Background: an optimization exercise with open tools, aiming at small area, a short achievable clock period and few clock cycles per item. Do not read the settings as production practice.
Function was checked by simulation only, so behaviour that the tests miss may differ from the original.
Power is estimated from default activity; no workload was simulated.

`design/flow/constraint.sdc`:
```
create_clock -name core_clock -period 4.0 [get_ports {clk}]
set_input_delay 0.8000 -clock core_clock [delete_from_list [all_inputs] [get_ports {clk}]]
set_output_delay 0.8000 -clock core_clock [all_outputs]
set_load 0.01 [all_outputs]
```
`design/flow/run.sh`:
```
#!/bin/bash
# synth_recipe.tcl (not shown) runs the flow's synth.tcl, then flattens the netlist and writes it again
# the make line also repeats each setting of config.mk as NAME=value (left out here)
make -C /OpenROAD-flow-scripts/flow DESIGN_CONFIG=/design/flow/config.mk WORK_HOME=/design/flow/orfs CLKGATE_MAP_FILE= SYNTH_SCRIPT=/design/flow/synth_recipe.tcl finish
```
`design/flow/config.mk`:
```
export PLATFORM = sky130hd
export DESIGN_NAME = xmodem_crc_receiver_page_writer
export DESIGN_NICKNAME = xmodem_crc_receiver_page_writer
export VERILOG_FILES = /design/flow/design.v
export SDC_FILE = /design/flow/constraint.sdc
export NUM_CORES = 4
export LEC_CHECK = 0
export CAP_MARGIN = 20
export CORE_MARGIN = 2
export CORE_UTILIZATION = 40
export PLACE_DENSITY = 0.6
export SLEW_MARGIN = 20
```
`design/flow/design.v`:
```
package xcrc_pkg;
    localparam int PAYLOAD_BYTES  = 128;
    localparam int ADDR_BITS      = 21;
    localparam int WORD_ADDR_BITS = ADDR_BITS - 1;
    localparam int WORDS          = PAYLOAD_BYTES / 2;
    localparam int PIDX_W         = $clog2(PAYLOAD_BYTES);
    localparam int WIDX_W         = $clog2(WORDS);
    localparam int LAST_IDX       = WORDS - 1;
    localparam int POS_PAYLOAD = 3;
    localparam int POS_CRC_HI  = POS_PAYLOAD + PAYLOAD_BYTES;
    localparam int POS_CRC_LO  = POS_CRC_HI + 1;
    localparam int POS_W       = $clog2(POS_CRC_LO + 1);
    localparam logic [7:0]  EOT_BYTE  = 8'h04;
    localparam logic [15:0] CRC_POLY  = 16'h1021;
    localparam logic [1:0] REPLY_NONE = 2'd0;
    localparam logic [1:0] REPLY_ACK  = 2'd1;
    localparam logic [1:0] REPLY_NAK  = 2'd2;
    localparam int CMDQ_DEPTH = 2;
    localparam int CMDQ_PTR_W = $clog2(CMDQ_DEPTH);
    typedef struct packed {
        logic       cmd;
        logic [7:0] rx_byte;
    } in_item_t;
    typedef struct packed {
        logic                      word_valid;
        logic [WORD_ADDR_BITS-1:0] word_address;
        logic [15:0]               word_data;
        logic [1:0]                reply;
        logic                      transfer_done;
        logic                      last;
    } result_t;
    localparam logic [1:0] CMD_EOT  = 2'd0;
    localparam logic [1:0] CMD_NAK  = 2'd1;
    localparam logic [1:0] CMD_GOOD = 2'd2;
    typedef struct packed {
        logic [1:0]                kind;
        logic [WORD_ADDR_BITS-1:0] word_addr;
    } cmd_t;
    typedef struct packed {
        logic              en;
        logic [WIDX_W-1:0] addr;
        logic [15:0]       data;
    } mem_wr_t;
endpackage
import xcrc_pkg::*;
module xcrc_front (
    input  logic                                 clk,
    input  logic                                 rst_n,
    input  logic                                 cfg_wr_en,
    input  logic [xcrc_pkg::ADDR_BITS-1:0]       cfg_wr_data,
    input  logic                                 push,
    output logic                                 full,
    input  xcrc_pkg::in_item_t                   in_item,
    output logic                                 cmd_push,
    output xcrc_pkg::cmd_t                       cmd_data,
    input  logic                                 cmd_full,
    output xcrc_pkg::mem_wr_t                    mem_wr,
    input  logic                                 drain_done
);
    function automatic logic [15:0] crc_byte(input logic [15:0] crc_in,
                                             input logic [7:0]  data);
        logic [15:0] crc;
        crc = crc_in ^ {data, 8'h00};
        for (int b = 0; b < 8; b++) begin
            if (crc[15])
                crc = {crc[14:0], 1'b0} ^ CRC_POLY;
            else
                crc = {crc[14:0], 1'b0};
        end
        crc_byte = crc;
    endfunction
    logic [ADDR_BITS-1:0] start_addr_reg, start_addr_next;
    logic [ADDR_BITS-1:0] addr_reg, addr_next;
    logic [POS_W-1:0]     pos_reg, pos_next;
    logic                 active_reg, active_next;
    logic                 drain_pending_reg, drain_pending_next;
    logic [15:0]          crc_reg, crc_next;
    logic [7:0]           crc_hi_reg, crc_hi_next;
    logic [7:0]           hold_reg, hold_next;
    logic [POS_W-1:0]     offset;
    logic                 accept;
    assign full   = cmd_full || drain_pending_reg;
    assign accept = push && !full;
    assign offset = pos_reg - POS_W'(POS_PAYLOAD);
    always_comb
    begin
        start_addr_next    = start_addr_reg;
        addr_next          = addr_reg;
        pos_next           = pos_reg;
        active_next        = active_reg;
        drain_pending_next = drain_pending_reg;
        crc_next           = crc_reg;
        crc_hi_next        = crc_hi_reg;
        hold_next          = hold_reg;
        cmd_push           = 1'b0;
        cmd_data.kind      = CMD_NAK;
        cmd_data.word_addr = addr_reg[ADDR_BITS-1:1];
        mem_wr.en          = 1'b0;
        mem_wr.addr        = offset[PIDX_W-1:1];
        mem_wr.data        = {hold_reg, in_item.rx_byte};
        if (cfg_wr_en)
            start_addr_next = cfg_wr_data;
        if (drain_done)
            drain_pending_next = 1'b0;
        if (accept)
        begin
            if (in_item.cmd)
            begin
                pos_next    = '0;
                addr_next   = start_addr_reg;
                active_next = 1'b1;
            end
            else if (active_reg)
            begin
                if (pos_reg == '0)
                begin
                    pos_next = POS_W'(1);
                    crc_next = '0;
                    if (in_item.rx_byte == EOT_BYTE)
                    begin
                        active_next   = 1'b0;
                        cmd_push      = 1'b1;
                        cmd_data.kind = CMD_EOT;
                    end
                end
                else if (pos_reg == POS_W'(POS_CRC_HI))
                begin
                    crc_hi_next = in_item.rx_byte;
                    pos_next    = pos_reg + POS_W'(1);
                end
                else if (pos_reg == POS_W'(POS_CRC_LO))
                begin
                    pos_next = '0;
                    cmd_push = 1'b1;
                    if (crc_reg == {crc_hi_reg, in_item.rx_byte})
                    begin
                        cmd_data.kind      = CMD_GOOD;
                        addr_next          = addr_reg + ADDR_BITS'(PAYLOAD_BYTES);
                        drain_pending_next = 1'b1;
                    end
                end
                else
                begin
                    if (pos_reg >= POS_W'(POS_PAYLOAD))
                    begin
                        crc_next = crc_byte(crc_reg, in_item.rx_byte);
                        if (!offset[0])
                            hold_next = in_item.rx_byte;
                        else
                            mem_wr.en = 1'b1;
                    end
                    pos_next = pos_reg + POS_W'(1);
                end
            end
        end
    end
    always_ff @(posedge clk or negedge rst_n)
    begin
        if (!rst_n)
        begin
            start_addr_reg    <= '0;
            addr_reg          <= '0;
            pos_reg           <= '0;
            active_reg        <= 1'b0;
            drain_pending_reg <= 1'b0;
            crc_reg           <= '0;
            crc_hi_reg        <= '0;
        end
        else
        begin
            start_addr_reg    <= start_addr_next;
            addr_reg          <= addr_next;
            pos_reg           <= pos_next;
            active_reg        <= active_next;
            drain_pending_reg <= drain_pending_next;
            crc_reg           <= crc_next;
            crc_hi_reg        <= crc_hi_next;
        end
    end
    always_ff @(posedge clk)
    begin
        hold_reg <= hold_next;
    end
endmodule
import xcrc_pkg::*;
module xcrc_cmd_fifo (
    input  logic           clk,
    input  logic           rst_n,
    input  logic           wr_en,
    input  xcrc_pkg::cmd_t wr_data,
    output logic           q_full,
    input  logic           rd_en,
    output xcrc_pkg::cmd_t rd_data,
    output logic           q_empty
);
    xcrc_pkg::cmd_t        slot0_reg, slot1_reg;
    logic [CMDQ_PTR_W-1:0] wr_ptr_reg, wr_ptr_next;
    logic [CMDQ_PTR_W-1:0] rd_ptr_reg, rd_ptr_next;
    logic [CMDQ_PTR_W:0]   count_reg, count_next;
    assign q_full  = (count_reg == (CMDQ_PTR_W + 1)'(CMDQ_DEPTH));
    assign q_empty = (count_reg == '0);
    assign rd_data = rd_ptr_reg[0] ? slot1_reg : slot0_reg;
    always_comb
    begin
        wr_ptr_next = wr_ptr_reg;
        rd_ptr_next = rd_ptr_reg;
        count_next  = count_reg;
        if (wr_en)
            wr_ptr_next = wr_ptr_reg + CMDQ_PTR_W'(1);
        if (rd_en)
            rd_ptr_next = rd_ptr_reg + CMDQ_PTR_W'(1);
        if (wr_en && !rd_en)
            count_next = count_reg + (CMDQ_PTR_W + 1)'(1);
        else if (!wr_en && rd_en)
            count_next = count_reg - (CMDQ_PTR_W + 1)'(1);
    end
    always_ff @(posedge clk or negedge rst_n)
    begin
        if (!rst_n)
        begin
            wr_ptr_reg <= '0;
            rd_ptr_reg <= '0;
            count_reg  <= '0;
        end
        else
        begin
            wr_ptr_reg <= wr_ptr_next;
            rd_ptr_reg <= rd_ptr_next;
            count_reg  <= count_next;
        end
    end
    always_ff @(posedge clk)
    begin
        if (wr_en && !wr_ptr_reg[0])
            slot0_reg <= wr_data;
        if (wr_en && wr_ptr_reg[0])
            slot1_reg <= wr_data;
    end
endmodule
import xcrc_pkg::*;
module xcrc_back (
    input  logic              clk,
    input  logic              rst_n,
    input  logic              cmd_empty,
    input  xcrc_pkg::cmd_t    cmd_data,
    output logic              cmd_pop,
    input  xcrc_pkg::mem_wr_t mem_wr,
    output logic              drain_done,
    input  logic              pop,
    output logic              empty,
    output xcrc_pkg::result_t result
);
    typedef enum logic [2:0] {
        BK_IDLE = 3'b001,
        BK_RD   = 3'b010,
        BK_LD   = 3'b100
    } bk_state_t;
    bk_state_t                 state_reg, state_next;
    logic [WIDX_W-1:0]         idx_reg, idx_next;
    logic [WORD_ADDR_BITS-1:0] base_reg, base_next;
    logic                      out_valid_reg, out_valid_next;
    xcrc_pkg::result_t                   out_reg, out_next;
    logic [15:0]               mem [WORDS];
    logic [15:0]               rd_data_reg;
    logic                      rd_en;
    logic                      can_load;
    logic                      load_out;
    logic                      idx_last;
    assign empty    = !out_valid_reg;
    assign result   = out_reg;
    assign can_load = !out_valid_reg || pop;
    assign idx_last = (idx_reg == WIDX_W'(LAST_IDX));
    always_comb
    begin
        state_next     = state_reg;
        idx_next       = idx_reg;
        base_next      = base_reg;
        out_valid_next = out_valid_reg;
        out_next       = out_reg;
        cmd_pop        = 1'b0;
        rd_en          = 1'b0;
        drain_done     = 1'b0;
        load_out       = 1'b0;
        if (pop && out_valid_reg)
            out_valid_next = 1'b0;
        unique case (state_reg)
            BK_IDLE:
            begin
                if (!cmd_empty)
                begin
                    if (cmd_data.kind == CMD_GOOD)
                    begin
                        cmd_pop    = 1'b1;
                        base_next  = cmd_data.word_addr;
                        idx_next   = '0;
                        state_next = BK_RD;
                    end
                    else if (can_load)
                    begin
                        cmd_pop                = 1'b1;
                        load_out               = 1'b1;
                        out_next.word_valid    = 1'b0;
                        out_next.word_address  = '0;
                        out_next.word_data     = '0;
                        out_next.last          = 1'b1;
                        out_next.transfer_done = (cmd_data.kind == CMD_EOT);
                        out_next.reply         = (cmd_data.kind == CMD_EOT) ? REPLY_ACK
                                                                            : REPLY_NAK;
                    end
                end
            end
            BK_RD:
            begin
                rd_en      = 1'b1;
                drain_done = idx_last;
                state_next = BK_LD;
            end
            BK_LD:
            begin
                if (can_load)
                begin
                    load_out               = 1'b1;
                    out_next.word_valid    = 1'b1;
                    out_next.word_address  = base_reg + WORD_ADDR_BITS'(idx_reg);
                    out_next.word_data     = rd_data_reg;
                    out_next.reply         = idx_last ? REPLY_ACK : REPLY_NONE;
                    out_next.transfer_done = 1'b0;
                    out_next.last          = idx_last;
                    if (idx_last)
                        state_next = BK_IDLE;
                    else
                    begin
                        idx_next   = idx_reg + WIDX_W'(1);
                        state_next = BK_RD;
                    end
                end
            end
            default:
            begin
                state_next = BK_IDLE;
            end
        endcase
        if (load_out)
            out_valid_next = 1'b1;
    end
    always_ff @(posedge clk or negedge rst_n)
    begin
        if (!rst_n)
        begin
            state_reg     <= BK_IDLE;
            idx_reg       <= '0;
            base_reg      <= '0;
            out_valid_reg <= 1'b0;
        end
        else
        begin
            state_reg     <= state_next;
            idx_reg       <= idx_next;
            base_reg      <= base_next;
            out_valid_reg <= out_valid_next;
        end
    end
    always_ff @(posedge clk)
    begin
        out_reg <= out_next;
    end
    always_ff @(posedge clk)
    begin
        if (mem_wr.en)
            mem[mem_wr.addr] <= mem_wr.data;
        if (rd_en)
            rd_data_reg <= mem[idx_reg];
    end
endmodule
import xcrc_pkg::*;
module xmodem_crc_receiver_page_writer (
    input  logic                                clk,
    input  logic                                rst_n,
    input  logic                                cfg_wr_en,
    input  logic [xcrc_pkg::ADDR_BITS-1:0]      cfg_wr_data,
    input  logic                                push,
    output logic                                full,
    input  logic                                in_cmd,
    input  logic [7:0]                          in_byte,
    input  logic                                pop,
    output logic                                empty,
    output logic                                res_word_valid,
    output logic [xcrc_pkg::WORD_ADDR_BITS-1:0] res_word_address,
    output logic [15:0]                         res_word_data,
    output logic [1:0]                          res_reply,
    output logic                                res_transfer_done,
    output logic                                res_last
);
    logic    cmd_push;
    xcrc_pkg::cmd_t    cmd_wr_data;
    logic    cmd_full;
    logic    cmd_pop;
    xcrc_pkg::cmd_t    cmd_rd_data;
    logic    cmd_empty;
    xcrc_pkg::mem_wr_t mem_wr;
    logic    drain_done;
    xcrc_pkg::in_item_t in_item;
    xcrc_pkg::result_t result;
    assign in_item.cmd       = in_cmd;
    assign in_item.rx_byte   = in_byte;
    assign res_word_valid    = result.word_valid;
    assign res_word_address  = result.word_address;
    assign res_word_data     = result.word_data;
    assign res_reply         = result.reply;
    assign res_transfer_done = result.transfer_done;
    assign res_last          = result.last;
    xcrc_front u_front (
        .clk         (clk),
        .rst_n       (rst_n),
        .cfg_wr_en   (cfg_wr_en),
        .cfg_wr_data (cfg_wr_data),
        .push        (push),
        .full        (full),
        .in_item     (in_item),
        .cmd_push    (cmd_push),
        .cmd_data    (cmd_wr_data),
        .cmd_full    (cmd_full),
        .mem_wr      (mem_wr),
        .drain_done  (drain_done)
    );
    xcrc_cmd_fifo u_cmd_fifo (
        .clk     (clk),
        .rst_n   (rst_n),
        .wr_en   (cmd_push),
        .wr_data (cmd_wr_data),
        .q_full  (cmd_full),
        .rd_en   (cmd_pop),
        .rd_data (cmd_rd_data),
        .q_empty (cmd_empty)
    );
    xcrc_back u_back (
        .clk        (clk),
        .rst_n      (rst_n),
        .cmd_empty  (cmd_empty),
        .cmd_data   (cmd_rd_data),
        .cmd_pop    (cmd_pop),
        .mem_wr     (mem_wr),
        .drain_done (drain_done),
        .pop        (pop),
        .empty      (empty),
        .result     (result)
    );
endmodule
```
==> summary.txt <==
Run status: no timing/DRC/antenna violations
Clock insertion delay at the later pin of the skew report: 0.71 ns
Wire length on met2: 56.7 mm
Detailed-route vias per instance: 5.49
Buffers added on ports: 76
Final weighted congestion of routability-driven global placement: 0.861
Nets: 2775
Final slew viol count: 0
Cell accounting for the most synthesized area: sky130_fd_sc_hd__edfxtp_1
R2R depth: 9
Layout Area Growth over Synthesis: 15.3%
Global route total overflow: 0
Required arrival time at the worst endpoint: 4.42 ns
Overall routed net length: 114 mm
Pwr per Cell Area: 463 nW/um^2
Uppermost signal routing layer after detailed routing: met5
Kind of cell with the highest combined delay on the critical path: compound AO/OA/AOI/OAI gates
Die width: 353 um
Number of flops mapped to enable cells by yosys: 1133
Largest buffer count on any clock path: 3
Core region area: 121000 um^2
Number of iterations in the first detailed-routing pass: 5
Reg-to-reg slack, setup: 0.69 ns
Clock skew after layout: 0.0323 ns
Worst supply voltage drop on vdd: 402 uV
Kind of end point of the critical path: flip-flop
Final period util: 0.827
Net count after synthesis: 2553
Clock tree from TritonCTS: done
Origin of the critical flop-to-flop path: u_back.idx_reg[1]
Final-layout setup total negative slack: 0 ns
Max-cap viol count: 0
Worst hold path type: in2async
Asr flop ratio synth: 0.0870
Most common library cells after synthesis: sky130_fd_sc_hd__edfxtp_1 (1133), sky130_fd_sc_hd__mux4_2 (252), sky130_fd_sc_hd__nor2_1 (148)
Dominant cell by count in the synthesized netlist: sky130_fd_sc_hd__edfxtp_1
Ordered list of cells on the worst path: buf_4 -> inv_1 -> fa_1 -> nor2b_1 -> o21ai_0 -> a21oi_1 -> o2111ai_1 -> xor2_1 -> nor2_1
Number of placement rows: 128
Count of unique library cells instantiated by Yosys: 68
Fmax: 0.302 GHz
Antenna-violating nets left: 0
Postcts setup bufs: 0
Sequential share of the synthesized area: 0.753
Die Y: 353 um
DRC viols: 0
Number of global-route vias before repair: 25200
Leakage power total: 0.0184 uW
Initial core utilization: 0.402
Number of failing hold endpoints at the final stage: 0
Number of endpoints failing setup at the final stage: 0
Initial antenna violation count: 9
Worst Setup Slack, final: 0.692 ns
Capture instance of the worst register-to-register path: u_back.out_reg[36]
Number of DRC violations after detailed-routing iteration 0: 2500
Clock sink count: 1241
Resized Gates After CTS: 0
Fin crit period: 3.31 ns
Mean Syn Cell Area: 19.5 um^2
Commonest register cell after synthesis: sky130_fd_sc_hd__edfxtp_1
Die area: 125000 um^2
CP startpoint kind: flip-flop
Crit path max fanout: 48
Place WS: 0.390 ns
Flops & latches, synth: 1241
CP peak stage delay: 0.58 ns
Overall global routing resource usage: 0.183
Category of the critical setup timing path: reg2reg
Unrepaired setup endpoints after global routing: false
I/O pin cnt: 78
Share of layout cells above drive strength 1: 0.230
Cell with the largest stage delay on the worst path: sky130_fd_sc_hd__buf_4
Yosys warning count: 3
Post-cts hold buffer count: 0
Global-route wire length before repair: 169 mm
Post-route met1 wirelength: 47.5 mm
Max FFs per register: 1024
HPWL after detailed placement: 71.8 mm
Summed instance area of the synthesized netlist: 48800 um^2
Slew at the pin closest to its max-slew limit: 0.980 ns
Top area cells in the synthesized netlist: sky130_fd_sc_hd__edfxtp_1 (70%), sky130_fd_sc_hd__mux4_2 (12%), sky130_fd_sc_hd__dfrtp_1 (5.5%)
Worst slew margin: 0.343
Met3 Routed Length: 7.18 mm
Count of mapped cells out of synthesis: 2506
Total CTS buffers: 118
Clock tree root buffer cell: sky130_fd_sc_hd__clkbuf_16
Clock slew at the register clock pins of the worst setup and hold paths: 0.06 ns
Area share of the largest cell type after synthesis: 0.698
Maximum level of the CTS H-tree: 3
Via count: 24400
Buf/Inv on CP: 2
Largest net degree at the start of global routing: 109
WP data arrival: 3.73 ns
Post-detailed-route wirelength per cell: 25.7 um
-- power by group --
group          total [uW]  internal, uW  switching (uW)
clock network       11300          6540            4790
registers           14100         14100            20.0
logic                 614           259             355
-- cell families (layout without fill, tap and decap cells) --
group / count (synthesis) / count (layout) / share of synthesized area
compound gates: 252 / 252 / 0.0354
xor+xnor: 77 / 77 / 0.0138
fa+ha+maj: 12 / 12 / 0.00323
buf+inv: 149 / 469 / 0.0129
flops: 1241 / 1241 / 0.753
mux: 359 / 359 / 0.139
other cells: 0 / 3 / 0
simple gates: 416 / 416 / 0.0425
-- how the worst max path moves through the flow --
| stage | start | endpoint | cells past startpoint |
|---|---|---|---|
| after floorplan | u_back.state_reg[1] | u_back.out_reg[0] | 6 |
| after global routing | u_back.idx_reg[1] | u_back.out_reg[36] | 9 |
| final | u_back.idx_reg[1] | u_back.out_reg[36] | 9 |
| after CTS | u_back.idx_reg[0] | u_back.rd_data_reg[11] | 7 |
| after detailed placement | push | u_back.mem[55][3] | 8 |
| after global placement | push | u_back.mem[55][6] | 8 |
-- layout by cell type, fill, tap and decap left out, types with 19 or more instances in the layout --
cell                                 n
sky130_fd_sc_hd__clkbuf_1           20
sky130_fd_sc_hd__a221oi_1           32
sky130_fd_sc_hd__nand4_1            21
sky130_fd_sc_hd__mux2i_1            70
sky130_fd_sc_hd__mux4_2            252
sky130_fd_sc_hd__inv_1              21
sky130_fd_sc_hd__a211oi_1           19
sky130_fd_sc_hd__nand2_1            80
sky130_fd_sc_hd__xor2_1             29
sky130_fd_sc_hd__nor3_1             22
sky130_fd_sc_hd__a21oi_1            46
sky130_fd_sc_hd__clkinv_1           21
sky130_fd_sc_hd__clkinv_2           24
sky130_fd_sc_hd__and2_1             26
sky130_fd_sc_hd__buf_4             145
sky130_fd_sc_hd__nand3_1            31
sky130_fd_sc_hd__edfxtp_1         1133
sky130_fd_sc_hd__nor2_1            147
sky130_fd_sc_hd__clkbuf_16         118
sky130_fd_sc_hd__mux2_2             37
sky130_fd_sc_hd__clkdlybuf4s50_1    67
sky130_fd_sc_hd__dfrtp_1           103
sky130_fd_sc_hd__xnor2_1            48
sky130_fd_sc_hd__o21ai_0            57
-- final cells by class --
type,count,area (um^2)
antenna,3,7.51
clock buffer,139,3040
clock inverter,79,900
fill,10200,65200
inverter,21,78.8
multi-input combinational,1116,11400
sequential,1241,36700
tap,1625,2030
timing repair buffer,230,1990
-- metal layers --
layer	vias up	GRT usage
met2	801	0.306
met1	12800	0.248
met5	-	0
met4	6	0.0527
met3	169	0.0297
li1	10700	-
-- worst reg2reg max path: stages, from the launching register on --
cell	delay (ns)
sky130_fd_sc_hd__dfrtp_4	0.48
sky130_fd_sc_hd__buf_4	0.58
sky130_fd_sc_hd__inv_1	0.24
sky130_fd_sc_hd__fa_1	0.45
sky130_fd_sc_hd__nor2b_1	0.19
sky130_fd_sc_hd__o21ai_0	0.14
sky130_fd_sc_hd__a21oi_1	0.48
sky130_fd_sc_hd__o2111ai_1	0.23
sky130_fd_sc_hd__xor2_1	0.19
sky130_fd_sc_hd__nor2_1	0.05
-- metrics by stage --
step	cells	utilization	total power [uW]	hold WS, ns	area (um^2)
floorplan	2506	-	14700	0.435	48800
global placement	4233	0.431	15000	0.458	52300
detailed placement	4233	0.431	15000	0.454	52300
CTS	4451	0.463	26300	0.324	56200
global route	4452	0.463	26800	0.219	56200
finish	4454	0.463	26000	0.171	56200
Testbench counts, summed over its fixed seeds: cycles 46,093, frames 192.

==> re-timing with driven ports <==
The flow's constraints put no driver on any port. The routed layout listed below was extracted and timed again, unchanged, in two steps.
Step 1 (the two cells are an assumption about what drives the block):
set clk [get_ports {clk}]
set_driving_cell -lib_cell sky130_fd_sc_hd__clkbuf_16 $clk
set_driving_cell -lib_cell sky130_fd_sc_hd__buf_2 [delete_from_list [all_inputs] $clk]
Step 2 adds t to the input delays and takes it off the output delays; t is the mean of the earliest and latest rising clock arrival at the registers after step 1. Input paths then give back, and output paths get back, about the clock's delay inside the block.
Three values: ideal, step 1, step 2; two values: the first two.
t (ns): 0.762
slack for setup (ns): 0.692 / 0.692 / 0.371
hold WS [ns]: 0.171 / 0.142 / 0.470
clock arrival spread, ns: 0.034 / 0.035
worst register clock-pin slew, ns: 0.07 / 0.07
After both steps setup and hold are still met in this run. For this run, drivers alone change the setup slack by 0.000 ns; drivers and shift together by -0.321 ns.
